This is an optimization exercise on Yosys and OpenROAD, whose aim is small area, not a production implementation.
The RTL was checked by simulation tests, not by an equivalence proof against the original design.
The clock cells of this run come from the design's own scripts or RTL, not from TritonCTS.
The clock port is modelled as an ideal driver, which makes a skipped or thinned clock tree look cheaper than it is; a real chip needs a root buffer or a tree.
Power and IR drop assume default switching activity.

**design/flow/design.v**
```verilog
`timescale 1ns/1ps
module analogizer_fa (
	input  logic i_a,
	input  logic i_b,
	input  logic i_c,
	output logic o_s,
	output logic o_c
);
	assign o_s = i_a ^ i_b ^ i_c;
	assign o_c = (i_a & i_b) | (i_a & i_c) | (i_b & i_c);
endmodule
module ypbpr_converter (
	input  logic [8:0] i_a,  
	input  logic [8:0] i_b,  
	input  logic [7:0] i_g,
	output logic [5:0] o_y,
	output logic [5:0] o_pb,
	output logic [5:0] o_pr
);
	logic [8:0] na;
	assign na = ~i_a;
	logic [8:0] nb;
	assign nb = ~i_b;
	logic [7:0] ng;
	assign ng = ~i_g;
	logic ys0, yc0;
	analogizer_fa u_y0 (.i_a(i_a[1]), .i_b(nb[1]), .i_c(nb[0]), .o_s(ys0), .o_c(yc0));
	logic ys1, yc1;
	analogizer_fa u_y1 (.i_a(i_a[2]), .i_b(i_a[0]), .i_c(nb[2]), .o_s(ys1), .o_c(yc1));
	logic ys2, yc2;
	analogizer_fa u_y2 (.i_a(i_a[3]), .i_b(i_a[1]), .i_c(i_a[0]), .o_s(ys2), .o_c(yc2));
	logic ys3, yc3;
	analogizer_fa u_y3 (.i_a(i_a[4]), .i_b(i_a[2]), .i_c(i_a[1]), .o_s(ys3), .o_c(yc3));
	logic ys4, yc4;
	analogizer_fa u_y4 (.i_a(i_a[3]), .i_b(i_a[2]), .i_c(nb[5]), .o_s(ys4), .o_c(yc4));
	logic ys5, yc5;
	analogizer_fa u_y5 (.i_a(nb[4]), .i_b(i_b[0]), .i_c(na[5]), .o_s(ys5), .o_c(yc5));
	logic ys6, yc6;
	analogizer_fa u_y6 (.i_a(i_a[6]), .i_b(i_a[4]), .i_c(i_a[3]), .o_s(ys6), .o_c(yc6));
	logic ys7, yc7;
	analogizer_fa u_y7 (.i_a(i_a[0]), .i_b(nb[6]), .i_c(nb[5]), .o_s(ys7), .o_c(yc7));
	logic ys8, yc8;
	analogizer_fa u_y8 (.i_a(i_a[7]), .i_b(i_a[5]), .i_c(i_a[4]), .o_s(ys8), .o_c(yc8));
	logic ys9, yc9;
	analogizer_fa u_y9 (.i_a(i_a[1]), .i_b(nb[7]), .i_c(nb[6]), .o_s(ys9), .o_c(yc9));
	logic ys10, yc10;
	analogizer_fa u_y10 (.i_a(i_g[0]), .i_b(i_a[8]), .i_c(i_a[6]), .o_s(ys10), .o_c(yc10));
	logic ys11, yc11;
	analogizer_fa u_y11 (.i_a(i_a[5]), .i_b(i_a[2]), .i_c(nb[8]), .o_s(ys11), .o_c(yc11));
	logic ys12, yc12;
	analogizer_fa u_y12 (.i_a(i_g[1]), .i_b(i_a[7]), .i_c(i_a[6]), .o_s(ys12), .o_c(yc12));
	logic ys13, yc13;
	analogizer_fa u_y13 (.i_a(i_a[3]), .i_b(nb[8]), .i_c(i_b[4]), .o_s(ys13), .o_c(yc13));
	logic ys14, yc14;
	analogizer_fa u_y14 (.i_a(i_g[2]), .i_b(i_a[8]), .i_c(i_a[7]), .o_s(ys14), .o_c(yc14));
	logic ys15, yc15;
	analogizer_fa u_y15 (.i_a(i_g[3]), .i_b(i_a[8]), .i_c(i_a[5]), .o_s(ys15), .o_c(yc15));
	logic ys16, yc16;
	analogizer_fa u_y16 (.i_a(i_g[4]), .i_b(i_b[7]), .i_c(na[6]), .o_s(ys16), .o_c(yc16));
	logic ys17, yc17;
	analogizer_fa u_y17 (.i_a(i_g[5]), .i_b(i_a[7]), .i_c(i_b[8]), .o_s(ys17), .o_c(yc17));
	logic ys18, yc18;
	analogizer_fa u_y18 (.i_a(yc0), .i_b(ys1), .i_c(nb[1]), .o_s(ys18), .o_c(yc18));
	logic ys19, yc19;
	analogizer_fa u_y19 (.i_a(yc1), .i_b(ys2), .i_c(nb[3]), .o_s(ys19), .o_c(yc19));
	logic ys20, yc20;
	analogizer_fa u_y20 (.i_a(yc2), .i_b(ys3), .i_c(nb[4]), .o_s(ys20), .o_c(yc20));
	logic ys21, yc21;
	analogizer_fa u_y21 (.i_a(yc3), .i_b(ys4), .i_c(ys5), .o_s(ys21), .o_c(yc21));
	logic ys22, yc22;
	analogizer_fa u_y22 (.i_a(yc4), .i_b(yc5), .i_c(ys6), .o_s(ys22), .o_c(yc22));
	logic ys23, yc23;
	analogizer_fa u_y23 (.i_a(ys7), .i_b(i_b[1]), .i_c(i_a[5]), .o_s(ys23), .o_c(yc23));
	logic ys24, yc24;
	analogizer_fa u_y24 (.i_a(yc6), .i_b(yc7), .i_c(ys8), .o_s(ys24), .o_c(yc24));
	logic ys25, yc25;
	analogizer_fa u_y25 (.i_a(yc8), .i_b(yc9), .i_c(ys10), .o_s(ys25), .o_c(yc25));
	logic ys26, yc26;
	analogizer_fa u_y26 (.i_a(ys11), .i_b(nb[7]), .i_c(i_b[3]), .o_s(ys26), .o_c(yc26));
	logic ys27, yc27;
	analogizer_fa u_y27 (.i_a(yc10), .i_b(yc11), .i_c(ys12), .o_s(ys27), .o_c(yc27));
	logic ys28, yc28;
	analogizer_fa u_y28 (.i_a(yc12), .i_b(yc13), .i_c(ys14), .o_s(ys28), .o_c(yc28));
	logic ys29, yc29;
	analogizer_fa u_y29 (.i_a(yc14), .i_b(ys15), .i_c(i_b[6]), .o_s(ys29), .o_c(yc29));
	logic ys30, yc30;
	analogizer_fa u_y30 (.i_a(yc16), .i_b(ys17), .i_c(i_a[6]), .o_s(ys30), .o_c(yc30));
	logic ys31, yc31;
	analogizer_fa u_y31 (.i_a(yc17), .i_b(i_g[6]), .i_c(i_a[8]), .o_s(ys31), .o_c(yc31));
	logic ys32, yc32;
	analogizer_fa u_y32 (.i_a(yc18), .i_b(ys19), .i_c(nb[2]), .o_s(ys32), .o_c(yc32));
	logic ys33, yc33;
	analogizer_fa u_y33 (.i_a(yc19), .i_b(ys20), .i_c(nb[3]), .o_s(ys33), .o_c(yc33));
	logic ys34, yc34;
	analogizer_fa u_y34 (.i_a(yc21), .i_b(ys22), .i_c(ys23), .o_s(ys34), .o_c(yc34));
	logic ys35, yc35;
	analogizer_fa u_y35 (.i_a(yc22), .i_b(yc23), .i_c(ys24), .o_s(ys35), .o_c(yc35));
	logic ys36, yc36;
	analogizer_fa u_y36 (.i_a(yc24), .i_b(ys25), .i_c(ys26), .o_s(ys36), .o_c(yc36));
	logic ys37, yc37;
	analogizer_fa u_y37 (.i_a(yc25), .i_b(yc26), .i_c(ys27), .o_s(ys37), .o_c(yc37));
	logic ys38, yc38;
	analogizer_fa u_y38 (.i_a(yc27), .i_b(ys28), .i_c(i_a[4]), .o_s(ys38), .o_c(yc38));
	logic ys39, yc39;
	analogizer_fa u_y39 (.i_a(yc29), .i_b(yc15), .i_c(ys16), .o_s(ys39), .o_c(yc39));
	logic ys40, yc40;
	analogizer_fa u_y40 (.i_a(yc33), .i_b(yc20), .i_c(ys21), .o_s(ys40), .o_c(yc40));
	logic ys41, yc41;
	analogizer_fa u_y41 (.i_a(yc34), .i_b(ys35), .i_c(ys9), .o_s(ys41), .o_c(yc41));
	logic ys42, yc42;
	analogizer_fa u_y42 (.i_a(yc36), .i_b(ys37), .i_c(ys13), .o_s(ys42), .o_c(yc42));
	logic ys43, yc43;
	analogizer_fa u_y43 (.i_a(yc37), .i_b(ys38), .i_c(i_b[5]), .o_s(ys43), .o_c(yc43));
	logic ys44, yc44;
	analogizer_fa u_y44 (.i_a(yc38), .i_b(yc28), .i_c(ys29), .o_s(ys44), .o_c(yc44));
	logic ys45, yc45;
	analogizer_fa u_y45 (.i_a(yc41), .i_b(yc35), .i_c(ys36), .o_s(ys45), .o_c(yc45));
	wire y0 = i_a[0] & nb[0];
	wire y1 = ys0 & y0;
	wire y2 = ys18 & y1;
	wire y3 = ys32 & y2;
	wire y4 = (yc32 & ys33) | (yc32 & y3) | (ys33 & y3);
	wire y5 = ys40 & y4;
	wire y6 = (yc40 & ys34) | (yc40 & y5) | (ys34 & y5);
	wire y7 = (ys41 & i_b[2]) | (ys41 & y6) | (i_b[2] & y6);
	wire y8 = ys45 & y7;
	wire y9 = (yc45 & ys42) | (yc45 & y8) | (ys42 & y8);
	logic ys46, yc46;
	analogizer_fa u_y46 (.i_a(yc42), .i_b(ys43), .i_c(y9), .o_s(ys46), .o_c(yc46));
	logic ys47, yc47;
	analogizer_fa u_y47 (.i_a(yc43), .i_b(ys44), .i_c(yc46), .o_s(ys47), .o_c(yc47));
	logic ys48, yc48;
	analogizer_fa u_y48 (.i_a(yc44), .i_b(ys39), .i_c(yc47), .o_s(ys48), .o_c(yc48));
	logic ys49, yc49;
	analogizer_fa u_y49 (.i_a(yc39), .i_b(ys30), .i_c(yc48), .o_s(ys49), .o_c(yc49));
	logic ys50, yc50;
	analogizer_fa u_y50 (.i_a(yc30), .i_b(ys31), .i_c(yc49), .o_s(ys50), .o_c(yc50));
	logic ys51, yc51;
	analogizer_fa u_y51 (.i_a(yc31), .i_b(ng[7]), .i_c(yc50), .o_s(ys51), .o_c(yc51));
	assign o_y = {ys51, ys50, ys49, ys48, ys47, ys46};
	logic pbs0, pbc0;
	analogizer_fa u_pb0 (.i_a(i_a[4]), .i_b(i_a[2]), .i_c(i_a[0]), .o_s(pbs0), .o_c(pbc0));
	logic pbs1, pbc1;
	analogizer_fa u_pb1 (.i_a(i_a[5]), .i_b(i_a[3]), .i_c(i_a[1]), .o_s(pbs1), .o_c(pbc1));
	logic pbs2, pbc2;
	analogizer_fa u_pb2 (.i_a(i_a[4]), .i_b(i_a[2]), .i_c(na[0]), .o_s(pbs2), .o_c(pbc2));
	logic pbs3, pbc3;
	analogizer_fa u_pb3 (.i_a(i_a[7]), .i_b(i_a[5]), .i_c(i_a[3]), .o_s(pbs3), .o_c(pbc3));
	logic pbs4, pbc4;
	analogizer_fa u_pb4 (.i_a(na[1]), .i_b(i_a[6]), .i_c(nb[0]), .o_s(pbs4), .o_c(pbc4));
	logic pbs5, pbc5;
	analogizer_fa u_pb5 (.i_a(i_a[8]), .i_b(i_a[6]), .i_c(i_a[4]), .o_s(pbs5), .o_c(pbc5));
	logic pbs6, pbc6;
	analogizer_fa u_pb6 (.i_a(na[2]), .i_b(i_b[0]), .i_c(nb[1]), .o_s(pbs6), .o_c(pbc6));
	logic pbs7, pbc7;
	analogizer_fa u_pb7 (.i_a(i_a[7]), .i_b(i_a[5]), .i_c(na[3]), .o_s(pbs7), .o_c(pbc7));
	logic pbs8, pbc8;
	analogizer_fa u_pb8 (.i_a(i_b[3]), .i_b(i_a[8]), .i_c(i_a[6]), .o_s(pbs8), .o_c(pbc8));
	logic pbs9, pbc9;
	analogizer_fa u_pb9 (.i_a(i_a[7]), .i_b(na[5]), .i_c(nb[4]), .o_s(pbs9), .o_c(pbc9));
	logic pbs10, pbc10;
	analogizer_fa u_pb10 (.i_a(i_b[5]), .i_b(i_a[8]), .i_c(na[6]), .o_s(pbs10), .o_c(pbc10));
	logic pbs11, pbc11;
	analogizer_fa u_pb11 (.i_a(i_b[7]), .i_b(na[8]), .i_c(i_b[6]), .o_s(pbs11), .o_c(pbc11));
	logic pbs12, pbc12;
	analogizer_fa u_pb12 (.i_a(pbc1), .i_b(pbs2), .i_c(na[6]), .o_s(pbs12), .o_c(pbc12));
	logic pbs13, pbc13;
	analogizer_fa u_pb13 (.i_a(pbc2), .i_b(pbs3), .i_c(pbs4), .o_s(pbs13), .o_c(pbc13));
	logic pbs14, pbc14;
	analogizer_fa u_pb14 (.i_a(pbc3), .i_b(pbc4), .i_c(pbs5), .o_s(pbs14), .o_c(pbc14));
	logic pbs15, pbc15;
	analogizer_fa u_pb15 (.i_a(pbc5), .i_b(pbc6), .i_c(pbs7), .o_s(pbs15), .o_c(pbc15));
	logic pbs16, pbc16;
	analogizer_fa u_pb16 (.i_a(pbc7), .i_b(pbs8), .i_c(na[4]), .o_s(pbs16), .o_c(pbc16));
	logic pbs17, pbc17;
	analogizer_fa u_pb17 (.i_a(pbc9), .i_b(pbs10), .i_c(i_b[4]), .o_s(pbs17), .o_c(pbc17));
	logic pbs18, pbc18;
	analogizer_fa u_pb18 (.i_a(pbc10), .i_b(na[7]), .i_c(nb[6]), .o_s(pbs18), .o_c(pbc18));
	logic pbs19, pbc19;
	analogizer_fa u_pb19 (.i_a(pbc13), .i_b(pbs14), .i_c(pbs6), .o_s(pbs19), .o_c(pbc19));
	logic pbs20, pbc20;
	analogizer_fa u_pb20 (.i_a(pbc14), .i_b(pbs15), .i_c(i_b[1]), .o_s(pbs20), .o_c(pbc20));
	logic pbs21, pbc21;
	analogizer_fa u_pb21 (.i_a(pbc15), .i_b(pbs16), .i_c(i_b[2]), .o_s(pbs21), .o_c(pbc21));
	logic pbs22, pbc22;
	analogizer_fa u_pb22 (.i_a(pbc16), .i_b(pbc8), .i_c(pbs9), .o_s(pbs22), .o_c(pbc22));
	logic pbs23, pbc23;
	analogizer_fa u_pb23 (.i_a(pbc19), .i_b(pbs20), .i_c(nb[2]), .o_s(pbs23), .o_c(pbc23));
	logic pbs24, pbc24;
	analogizer_fa u_pb24 (.i_a(pbc23), .i_b(pbc20), .i_c(pbs21), .o_s(pbs24), .o_c(pbc24));
	logic pbs25, pbc25;
	analogizer_fa u_pb25 (.i_a(pbc24), .i_b(pbc21), .i_c(pbs22), .o_s(pbs25), .o_c(pbc25));
	logic pbs26, pbc26;
	analogizer_fa u_pb26 (.i_a(pbc25), .i_b(pbc22), .i_c(pbs17), .o_s(pbs26), .o_c(pbc26));
	logic pbs27, pbc27;
	analogizer_fa u_pb27 (.i_a(pbc26), .i_b(pbc17), .i_c(pbs18), .o_s(pbs27), .o_c(pbc27));
	logic pbs28, pbc28;
	analogizer_fa u_pb28 (.i_a(pbc27), .i_b(pbc18), .i_c(pbs11), .o_s(pbs28), .o_c(pbc28));
	logic pbs29, pbc29;
	analogizer_fa u_pb29 (.i_a(pbc28), .i_b(pbc11), .i_c(nb[8]), .o_s(pbs29), .o_c(pbc29));
	wire pb0 = i_a[2] & i_a[0];
	wire pb1 = (i_a[3] & i_a[1]) | (i_a[3] & pb0) | (i_a[1] & pb0);
	wire pb2 = pbs0 & pb1;
	wire pb3 = (pbc0 & pbs1) | (pbc0 & pb2) | (pbs1 & pb2);
	wire pb4 = pbs12 & pb3;
	wire pb5 = (pbc12 & pbs13) | (pbc12 & pb4) | (pbs13 & pb4);
	wire pb6 = pbs19 & pb5;
	wire pb7 = pbs23 & pb6;
	wire pb8 = pbs24 ^ pb7;
	wire pb9 = pbs24 & pb7;
	wire pb10 = pbs25 ^ pb9;
	wire pb11 = pbs25 & pb9;
	wire pb12 = pbs26 ^ pb11;
	wire pb13 = pbs26 & pb11;
	wire pb14 = pbs27 ^ pb13;
	wire pb15 = pbs27 & pb13;
	wire pb16 = pbs28 ^ pb15;
	wire pb17 = pbs28 & pb15;
	wire pb18 = pbs29 ^ pb17;
	assign o_pb = {pb18, pb16, pb14, pb12, pb10, pb8};
	logic prs0, prc0;
	analogizer_fa u_pr0 (.i_a(nb[4]), .i_b(nb[2]), .i_c(nb[0]), .o_s(prs0), .o_c(prc0));
	logic prs1, prc1;
	analogizer_fa u_pr1 (.i_a(nb[5]), .i_b(nb[3]), .i_c(nb[1]), .o_s(prs1), .o_c(prc1));
	logic prs2, prc2;
	analogizer_fa u_pr2 (.i_a(nb[6]), .i_b(nb[4]), .i_c(nb[2]), .o_s(prs2), .o_c(prc2));
	logic prs3, prc3;
	analogizer_fa u_pr3 (.i_a(i_a[0]), .i_b(nb[7]), .i_c(nb[5]), .o_s(prs3), .o_c(prc3));
	logic prs4, prc4;
	analogizer_fa u_pr4 (.i_a(nb[8]), .i_b(nb[6]), .i_c(nb[4]), .o_s(prs4), .o_c(prc4));
	logic prs5, prc5;
	analogizer_fa u_pr5 (.i_a(nb[7]), .i_b(nb[5]), .i_c(i_a[1]), .o_s(prs5), .o_c(prc5));
	logic prs6, prc6;
	analogizer_fa u_pr6 (.i_a(i_a[3]), .i_b(nb[8]), .i_c(nb[6]), .o_s(prs6), .o_c(prc6));
	logic prs7, prc7;
	analogizer_fa u_pr7 (.i_a(i_a[5]), .i_b(nb[8]), .i_c(i_a[4]), .o_s(prs7), .o_c(prc7));
	logic prs8, prc8;
	analogizer_fa u_pr8 (.i_a(prc2), .i_b(prs3), .i_c(nb[3]), .o_s(prs8), .o_c(prc8));
	logic prs9, prc9;
	analogizer_fa u_pr9 (.i_a(prc3), .i_b(prs4), .i_c(na[1]), .o_s(prs9), .o_c(prc9));
	logic prs10, prc10;
	analogizer_fa u_pr10 (.i_a(prc4), .i_b(prs5), .i_c(na[2]), .o_s(prs10), .o_c(prc10));
	logic prs11, prc11;
	analogizer_fa u_pr11 (.i_a(prc5), .i_b(prs6), .i_c(i_a[2]), .o_s(prs11), .o_c(prc11));
	logic prs12, prc12;
	analogizer_fa u_pr12 (.i_a(prc6), .i_b(nb[7]), .i_c(na[4]), .o_s(prs12), .o_c(prc12));
	wire pr0 = nb[2] & nb[0];
	wire pr1 = (nb[3] & nb[1]) | (nb[3] & pr0) | (nb[1] & pr0);
	wire pr2 = prs0 & pr1;
	wire pr3 = (prc0 & prs1) | (prc0 & pr2) | (prs1 & pr2);
	wire pr4 = (prc1 & prs2) | (prc1 & pr3) | (prs2 & pr3);
	wire pr5 = prs8 & pr4;
	wire pr6 = (prc8 & prs9) | (prc8 & pr5) | (prs9 & pr5);
	wire pr7 = (prc9 & prs10) | (prc9 & pr6) | (prs10 & pr6);
	logic prs13, prc13;
	analogizer_fa u_pr13 (.i_a(prc10), .i_b(prs11), .i_c(pr7), .o_s(prs13), .o_c(prc13));
	logic prs14, prc14;
	analogizer_fa u_pr14 (.i_a(prc11), .i_b(prs12), .i_c(prc13), .o_s(prs14), .o_c(prc14));
	logic prs15, prc15;
	analogizer_fa u_pr15 (.i_a(prc12), .i_b(prs7), .i_c(prc14), .o_s(prs15), .o_c(prc15));
	logic prs16, prc16;
	analogizer_fa u_pr16 (.i_a(prc7), .i_b(na[6]), .i_c(prc15), .o_s(prs16), .o_c(prc16));
	logic prs17, prc17;
	analogizer_fa u_pr17 (.i_a(i_a[6]), .i_b(na[7]), .i_c(prc16), .o_s(prs17), .o_c(prc17));
	logic prs18, prc18;
	analogizer_fa u_pr18 (.i_a(i_a[7]), .i_b(na[8]), .i_c(prc17), .o_s(prs18), .o_c(prc18));
	assign o_pr = {prs18, prs17, prs16, prs15, prs14, prs13};
endmodule
`timescale 1ns/1ps
module analogizer_top (
	input  logic       i_clk,
	input  logic       i_rst,
	input  logic       i_ena,
	input  logic [1:0] i_video_mode,
	input  logic [7:0] i_r,
	input  logic [7:0] i_g,
	input  logic [7:0] i_b,
	input  logic       i_hsync,
	input  logic       i_vsync,
	input  logic       i_csync,
	input  logic       i_blank_n,
	input  logic       i_ce_pix,
	input  logic       i_poll_req,
	input  logic [7:4] i_bank0_in,
	output logic       o_poll_ack,
	output logic       o_busy,
	output logic [15:0] o_p1_buttons,
	output logic [15:0] o_p2_buttons,
	output logic [7:0] o_bank1_out,
	output logic [7:0] o_bank2_out,
	output logic [7:0] o_bank3_out,
	output logic       o_bank1_dir,
	output logic       o_bank2_dir,
	output logic       o_bank3_dir
);
	logic m0, m2, m3;
	logic [7:0] r_in, g_in, b_in, g_sub;
	logic [8:0] a_in, b_diff, a_c, b_c;
	assign m0 = i_video_mode == 2'd0;
	assign m2 = i_video_mode == 2'd2;
	assign m3 = i_video_mode == 2'd3;
	assign r_in  = (i_blank_n && !m3) ? i_r : 8'd0;
	assign g_in  = (i_blank_n && !m3) ? i_g : 8'd0;
	assign b_in  = m3 ? 8'hff : (i_blank_n ? i_b : 8'd0);
	assign g_sub = m2 ? ~g_in : 8'h00;
	assign a_c[0] = m2;
	assign b_c[0] = 1'b0;
	genvar gi;
	generate
		for (gi = 0; gi < 8; gi++) begin : g_sub_ripple
			analogizer_fa u_fa_a (.i_a(r_in[gi]), .i_b(g_sub[gi]), .i_c(a_c[gi]), .o_s(a_in[gi]), .o_c(a_c[gi + 1]));
			analogizer_fa u_fa_b (.i_a(b_in[gi]), .i_b(g_sub[gi]), .i_c(b_c[gi]), .o_s(b_diff[gi]), .o_c(b_c[gi + 1]));
		end
	endgenerate
	assign a_in[8]   = a_c[8];
	assign b_diff[8] = b_c[8];
	logic [8:0] s1_a, s1_b;
	logic [7:0] s1_g;
	logic s1_m2, s1_hs, s1_vs, s1_bl, s1_pix;
	always_ff @(posedge i_clk) begin
		s1_a   <= a_in;
		s1_b   <= b_diff;
		s1_g   <= g_in;
		s1_m2  <= m2;
		s1_hs  <= m0 ? i_csync : (m3 ? i_hsync : 1'b1);
		s1_vs  <= m0 ? 1'b1 : (m3 ? i_vsync : i_csync);
		s1_bl  <= i_blank_n || m2;
		s1_pix <= i_ce_pix;
	end
	logic [5:0] y6, pb6, pr6;
	ypbpr_converter u_ypbpr (
		.i_a(s1_a), .i_b(s1_b), .i_g(s1_g),
		.o_y(y6), .o_pb(pb6), .o_pr(pr6)
	);
	logic [5:0] s2_r_n, s2_g_n, s2_b_n;
	logic s2_hs, s2_vs, s2_bl, s2_pix;
	logic rst_q, rst_seen;
	always_ff @(posedge i_clk) begin
		s2_r_n <= ~(s1_m2 ? pr6 : s1_a[7:2]);
		s2_g_n <= ~(s1_m2 ? y6  : s1_g[7:2]);
		s2_b_n <= ~(s1_m2 ? pb6 : s1_b[7:2]);
		s2_hs  <= s1_hs;
		s2_vs  <= s1_vs;
		s2_bl  <= s1_bl;
		s2_pix <= s1_pix;
		rst_q    <= i_rst;
		rst_seen <= i_rst || rst_q;
	end
	logic [7:0] step;
	logic idle, done, busy, in_bits, sample, snac_latch, snac_pad_clk;
	logic [16:0] ring1, ring2;
	assign idle    = &step;
	assign done    = step == 8'd136;
	assign busy    = !step[7] || (step[6:3] == 4'd0);
	assign in_bits = busy && (step[7:3] != 5'd0);
	assign sample  = in_bits && (step[2:0] == 3'd3);
	assign snac_latch   = step[7:3] == 5'd0;
	assign snac_pad_clk = in_bits && step[2];
	assign o_poll_ack   = done;
	assign o_busy       = busy;
	always_ff @(posedge i_clk) begin
		if (i_rst)
			step <= 8'hff;
		else if (busy || (idle && i_poll_req))
			step <= step + 8'd1;
		else if (done && !i_poll_req)
			step <= 8'hff;
	end
	always_ff @(posedge i_clk) begin
		ring1 <= {ring1[15:0], sample ? ~i_bank0_in[6] : ring1[16]};
		ring2 <= {ring2[15:0], sample ? ~i_bank0_in[5] : ring2[16]};
	end
	always_ff @(posedge i_clk) begin
		if (i_rst) begin
			o_p1_buttons <= '0;
			o_p2_buttons <= '0;
		end else if (step == 8'd135) begin
			for (int k = 0; k < 16; k++) begin
				o_p1_buttons[k] <= ring1[(123 - 8 * k) % 17];
				o_p2_buttons[k] <= ring2[(123 - 8 * k) % 17];
			end
		end
	end
	logic pins_on, pins_next, vid_on;
	assign pins_next = !i_rst && i_ena;
	assign vid_on    = pins_next && !rst_seen;
	always_ff @(posedge i_clk) begin
		pins_on <= pins_next;
		o_bank3_out <= {~(s2_r_n | {6{!vid_on}}), s2_hs & vid_on, pins_next & (rst_seen | s2_vs)};
		o_bank2_out <= {~(s2_b_n[0] | !vid_on), s2_bl & vid_on, ~(s2_g_n | {6{!vid_on}})};
		o_bank1_out <= {snac_pad_clk & pins_next, snac_latch & pins_next, s2_pix & vid_on, ~(s2_b_n[5:1] | {5{!vid_on}})};
	end
	assign o_bank1_dir = pins_on;
	assign o_bank2_dir = pins_on;
	assign o_bank3_dir = pins_on;
endmodule
```
**design/flow/flow/run.sh**
```bash
#!/bin/bash
# The standard layout, with the smallest buffer on every port and a clock
# tree built by hand (flow/manual_cts.tcl) in place of TritonCTS. Each tool's
# output is in the ORFS logs under orfs/logs; make's own output is in flow.log.
set -euo pipefail
export BUFFER_PORTS_ARGS="-buffer_cell sky130_fd_sc_hd__buf_1"
export PRE_CTS_TCL="$PWD/flow/manual_cts.tcl"
export CLK_TREE_N=8
export CLK_ROOT_BUF=sky130_fd_sc_hd__clkbuf_8
export CLK_TREE_BUF=sky130_fd_sc_hd__clkbuf_8
export POST_CTS_TCL="$PWD/flow/post_cts.tcl"
bash standard.sh > flow.log 2>&1
```
**design/flow/flow/manual_cts.tcl**
```tcl
# Hand-built clock tree: the clock port drives a root buffer (CLK_ROOT_BUF), or
# with none the leaf buffers directly; CLK_TREE_N leaf buffers (CLK_TREE_BUF)
# each drive one balanced cluster of the clock sinks (recursive median
# bisection of the placed sinks). TritonCTS is then skipped.
set ntree [expr {[info exists ::env(CLK_TREE_N)] ? $::env(CLK_TREE_N) : 4}]
set bufname [expr {[info exists ::env(CLK_TREE_BUF)] ? $::env(CLK_TREE_BUF) : "sky130_fd_sc_hd__clkbuf_16"}]

set block [ord::get_db_block]
set db [ord::get_db]
set clk [$block findNet i_clk]
set master [$db findMaster $bufname]

set sinks {}
foreach it [$clk getITerms] {
  set inst [$it getInst]
  set loc [$inst getLocation]
  lappend sinks [list [lindex $loc 0] [lindex $loc 1] $it]
}
puts "manual clock tree: [llength $sinks] sinks, $ntree x $bufname"

proc split_sinks { items n axis } {
  if { $n <= 1 } { return [list $items] }
  set sorted [lsort -integer -index $axis $items]
  set n1 [expr {$n / 2}]
  set k [expr {([llength $sorted] * $n1) / $n}]
  set a [lrange $sorted 0 [expr {$k - 1}]]
  set b [lrange $sorted $k end]
  set next [expr {1 - $axis}]
  return [concat [split_sinks $a $n1 $next] [split_sinks $b [expr {$n - $n1}] $next]]
}

set clusters [split_sinks $sinks $ntree 0]
set src $clk
if { [info exists ::env(CLK_ROOT_BUF)] && $::env(CLK_ROOT_BUF) != "" } {
  set root [odb::dbInst_create $block [$db findMaster $::env(CLK_ROOT_BUF)] "clkbuf_manual_root"]
  set src [odb::dbNet_create $block "clknet_manual_root"]
  $src setSigType CLOCK
  [$root findITerm A] connect $clk
  [$root findITerm X] connect $src
  set sx 0; set sy 0
  foreach s $sinks { incr sx [lindex $s 0]; incr sy [lindex $s 1] }
  $root setLocation [expr {$sx / [llength $sinks]}] [expr {$sy / [llength $sinks]}]
  $root setPlacementStatus PLACED
  puts "  root buffer $::env(CLK_ROOT_BUF)"
}
set i 0
foreach cl $clusters {
  set sx 0; set sy 0
  foreach s $cl { incr sx [lindex $s 0]; incr sy [lindex $s 1] }
  set cx [expr {$sx / [llength $cl]}]
  set cy [expr {$sy / [llength $cl]}]
  set buf [odb::dbInst_create $block $master "clkbuf_manual_$i"]
  set net [odb::dbNet_create $block "clknet_manual_$i"]
  $net setSigType CLOCK
  [$buf findITerm A] connect $src
  [$buf findITerm X] connect $net
  foreach s $cl {
    set it [lindex $s 2]
    $it disconnect
    $it connect $net
  }
  $buf setLocation $cx $cy
  $buf setPlacementStatus PLACED
  puts "  cluster $i: [llength $cl] sinks, buffer at $cx $cy"
  incr i
}

set_propagated_clock [all_clocks]

proc clock_tree_synthesis { args } {
  puts "clock_tree_synthesis skipped: the clock tree was built by hand"
}
```
**design/flow/flow/post_cts.tcl**
```tcl
# Downsize cells on paths with timing slack to spare, then legalize again
repair_timing -recover_power 100
detailed_placement
check_placement -verbose
```
**design/flow/standard.sh**
```bash
#!/bin/bash
# synth_recipe.tcl (not shown) runs the flow's synth.tcl, then flattens the netlist and writes it again
# the make line also repeats each setting of config.mk as NAME=value (left out here)
make -C /OpenROAD-flow-scripts/flow DESIGN_CONFIG=/design/flow/config.mk WORK_HOME=/design/flow/orfs CLKGATE_MAP_FILE= SYNTH_SCRIPT=/design/flow/synth_recipe.tcl "${@:-finish}"
```
**design/flow/config.mk**
```make
export PLATFORM = sky130hd
export DESIGN_NAME = analogizer_top
export DESIGN_NICKNAME = analogizer_top
export VERILOG_FILES = /design/flow/design.v
export SDC_FILE = /design/flow/constraint.sdc
export NUM_CORES = 4
export LEC_CHECK = 0
export CAP_MARGIN = 20
export CORE_MARGIN = 2
export CORE_UTILIZATION = 40
export SLEW_MARGIN = 20
export SYNTH_HIERARCHICAL = 1
```
**design/flow/constraint.sdc**
```tcl
create_clock -name core_clock -period 10.0 [get_ports {i_clk}]
set_input_delay 2.0000 -clock core_clock [delete_from_list [all_inputs] [get_ports {i_clk}]]
set_output_delay 2.0000 -clock core_clock [all_outputs]
set_load 0.01 [all_outputs]
```
==> notes.md <==
-- layout make-up --
class | instances | area [um2]
fill | 1702 | 10200
multi-input combinational | 396 | 3910
sequential | 154 | 3080
timing repair buffer | 100 | 398
tap | 229 | 287
buffer | 9 | 124
inverter | 32 | 120
-- through the flow --
| stage | utilization, % | power, W | setup WS, ps |
|---|---|---|---|
| 2_1_floorplan | - | 0.00192 | 3890 |
| 3_3_place_gp | 43.2 | 0.00184 | 3600 |
| 3_5_place_dp | 43.2 | 0.00190 | 3490 |
| 5_1_grt | 43.8 | 0.00235 | 3240 |
| 6_report | 43.8 | 0.00212 | 3480 |
-- per-layer routing --
metal | global-route usage [%] | vias up
met5 | 0 | -
met4 | 2.18 | 0
met3 | 1.57 | 15
met2 | 25.5 | 95
met1 | 20.3 | 2192
li1 | - | 2119
-- report_power, final --
part,total (W),switching (W),internal [W]
Clock,0.000254,0.000172,0.0000821
Combinational,0.00107,0.000551,0.000520
Sequential,0.000794,0.0000862,0.000708
Total,0.00212,0.000810,0.00131
-- modules after synthesis (local to each module, per instance) --
module	times used	cells inside	cell area, um2	flops+latches
analogizer_fa	117	1	20.0	0
ypbpr_converter	1	73	482	0
analogizer_top	1	434	4600	154
-- placed cells by master (no fill, tap or decap), types with 3 or more instances in the layout --
| cell type | netlist | layout |
|---|---|---|
| dfxtp_1 | 154 | 154 |
| fa_1 | 117 | 117 |
| buf_1 | 0 | 95 |
| nand2_1 | 83 | 83 |
| a21oi_1 | 41 | 41 |
| nor2_1 | 39 | 39 |
| inv_1 | 32 | 32 |
| mux2i_1 | 19 | 19 |
| and3_1 | 18 | 18 |
| ha_1 | 10 | 10 |
| clkbuf_8 | 0 | 9 |
| nor3_1 | 6 | 6 |
| a31oi_1 | 6 | 6 |
| nand3_1 | 6 | 6 |
| o21ai_0 | 6 | 6 |
| nand4_1 | 4 | 4 |
| nand2b_1 | 3 | 3 |
-- synthesized netlist by cell type, types with 3 or more instances --
master,n,area [um2]
a31oi_1,6,37.5
nor3_1,6,30.0
nor2_1,39,146
buf_6,4,45.0
buf_2,3,15.0
clkbuf_1,14,52.6
fa_1,117,2340
o21ai_0,6,30.0
dfxtp_1,154,3080
mux2i_1,19,190
nand2_1,83,312
nand3_1,6,30.0
nand2b_1,3,18.8
buf_4,21,158
nand4_1,4,25.0
and3_1,18,113
a21oi_1,41,205
inv_1,32,120
ha_1,10,125
-- path summary, 6_finish.rpt --
check | slack, ps | end | from
worst max-delay path | 3480 | s2_g_n[5] | s1_a[5]
worst min-delay path | 340 | s2_hs | s1_hs
worst max register to register | 3480 | s2_g_n[5] | s1_a[5]
worst min register to register | 340 | s2_hs | s1_hs
-- registers in the layout (all words and copies together), names as in the netlist, 9 cells and up --
signal / cells
s1_a: 9
o_p2_buttons: 16
o_p1_buttons: 16
s1_b: 9
ring2: 17
ring1: 17
-- worst register-to-register path, delay by kind of cell, from the launching register on --
family	cells	cell delay [ps]
buffers and inverters	1	220
AOI/OAI and AO/OA	1	150
DFF	1	750
adders and majority gates	12	5140
muxes	1	70
-- cells by family (layout without fill, tap and decap cells) --
kind of cell | count (synthesis) | after routing
AO/OA/AOI/OAI | 71 | 71
XOR/XNOR | 1 | 1
adder cells (fa/ha/maj) | 129 | 129
buffers and inverters | 74 | 141
flip-flops | 154 | 154
multiplexers | 19 | 19
other | 1 | 1
AND/OR/NAND/NOR | 175 | 175
==> impl_results.md <==
* Post-Route M1 WL at 6580 um
* Number of synthesized flops with an enable pin at 0
* Async set-or-reset flop fraction in the synthesized netlist at 0%
* Final setup viols at 0
* CP endpoint kind: flop
* Yosys reg bits at 154
* Std-Cell Rows at 49
* Setup crit start kind: flop
* Synthesis Warnings at 7
* Hold Vio Cnt, Final at 0
* Main synth FF type: dfxtp_1
* Drt total wl at 14100 um
* LEAKAGE at 3.17 nW
* Hold Path Depth at 0
* DP Area at 0.00782 mm2
* Post-DR wirelength/cell at 15.3 um
* VDD IR max at 0.000120 V
* Post-DRT Antenna Nets at 0
* CP delay by family, top: adder cells
* Fraction of layout cells with a size suffix above 1 at 2.75%
* Synth Area in Simple Gates at 10.9%
* Effective utilization at floorplan at 41.0%
* Routed vias/inst at 4.81
* GRT Util Overall at 14.6%
* Vias in the first global route at 4904
* Synthesized cell area at 0.00742 mm2
* Total number of vias at 4421
* Die Area at 0.0197 mm2
* Pwr dens at 268 mW/mm2
* Post-Layout Cell Count at 920
* Slowest Stage Delay on Critical Path at 750 ps
* DR WL met2 at 6640 um
* Max-cap violation count at 0
* Setup TNS Final at 0 ps
* Initial antenna violation count at 0
* Peak Freq at 153 MHz
* Slowest cell on crit path: dfxtp_1
* Gpl congestion at 0.815
* Final Skew at 17.1 ps
* 1st-iter DRT viols at 236
* Worst Setup Path Type: flop to flop
* Area growth from synthesis to final layout at 6.69%
* Post-Syn Nets at 790
* Final Cell Area at 0.00792 mm2
* Crit share post-route at 65.2%
* Critical Path Most Common Cell: fa_1
* Worst r2r path cells at 15
* Main combinational cell family by area after synthesis: adder cells
* WP depth at 15
* Pin count of the biggest net entering global routing at 43
* Fin nets at 859
* Yosys cell types at 51
* Final hold slack at 337 ps
* Post-Synth XOR/XNOR Area at 0.118%
* GRT overflow at 0
* Worst slew pin tran at 1120 ps
* Critical Path RT at 10240 ps
* Tmin final at 6520 ps
* Synth Area in Compound Gates at 6.04%
* Worst-path cell chain: inv_1, fa_1, fa_1, fa_1, fa_1, fa_1, o211a_1, maj3_1, fa_1, fa_1, fa_1, fa_1, fa_1, fa_1, mux2i_1
* Worst-Skew Late Latency at 410 ps
* Crit path buf inv count at 1
* Data arrival, critical path at 6750 ps
* Dpl hpwl at 11000 um
* Top routing layer used: met4
* Placed Cells at 910
* Worst slew margin at 24.9%
* IO Pins at 100
* Post-synthesis adder-cell area fraction at 33.5%
* Clock Pin Slew Worst Setup and Hold Paths at 110 ps
* Initial DRT Pass Iterations at 4
* WL met3 at 616 um
* Mux share of post-synthesis cell area at 2.56%
* Sequential-to-total area share from yosys stat at 41.5%
* Number of I/O port buffers at 97
* Residual DRC at 0
* Status: no timing/DRC/antenna violations
* Synthesized area per cell at 11.9 um2
* Worst min-delay path category: flop to flop
* Syn Inst Count at 624
* Worst-path fanout max at 10
* # diodes at 0
* First-pass GRT wire length at 24000 um
* RSZ-0062 raised after global routing: false
* Die width at 140 um
* Slew Viols, Final at 0
* Core ar. at 0.0181 mm2
* Die Y at 140 um

==> static timing again, ports no longer ideal <==
Ports are ideal in the flow. The routed layout listed here was re-timed in OpenROAD. Step 1 assumes that a clkbuf_16 drives the clock port and a buf_2 every other input. Step 2 moves the port delays by t, midway between the first and last clock arrival at a register: inputs arrive t later, outputs are due t later. That takes back most of the time a late clock gives input paths. Slacks: no drivers / after step 1 / after step 2; pairs: no drivers / after step 1.
t, ns: 0.431
slack for setup (ns): 3.485 / 3.485 / 3.485
worst hold slack (ns): 0.337 / 0.337 / 0.337
latest minus earliest clock arrival (ns): 0.018 / 0.017
cell pins on the clock port's net: 1
After both steps this run still meets setup and hold. For this run, drivers alone change the setup slack by 0.000 ns; drivers and shift together by 0.000 ns.
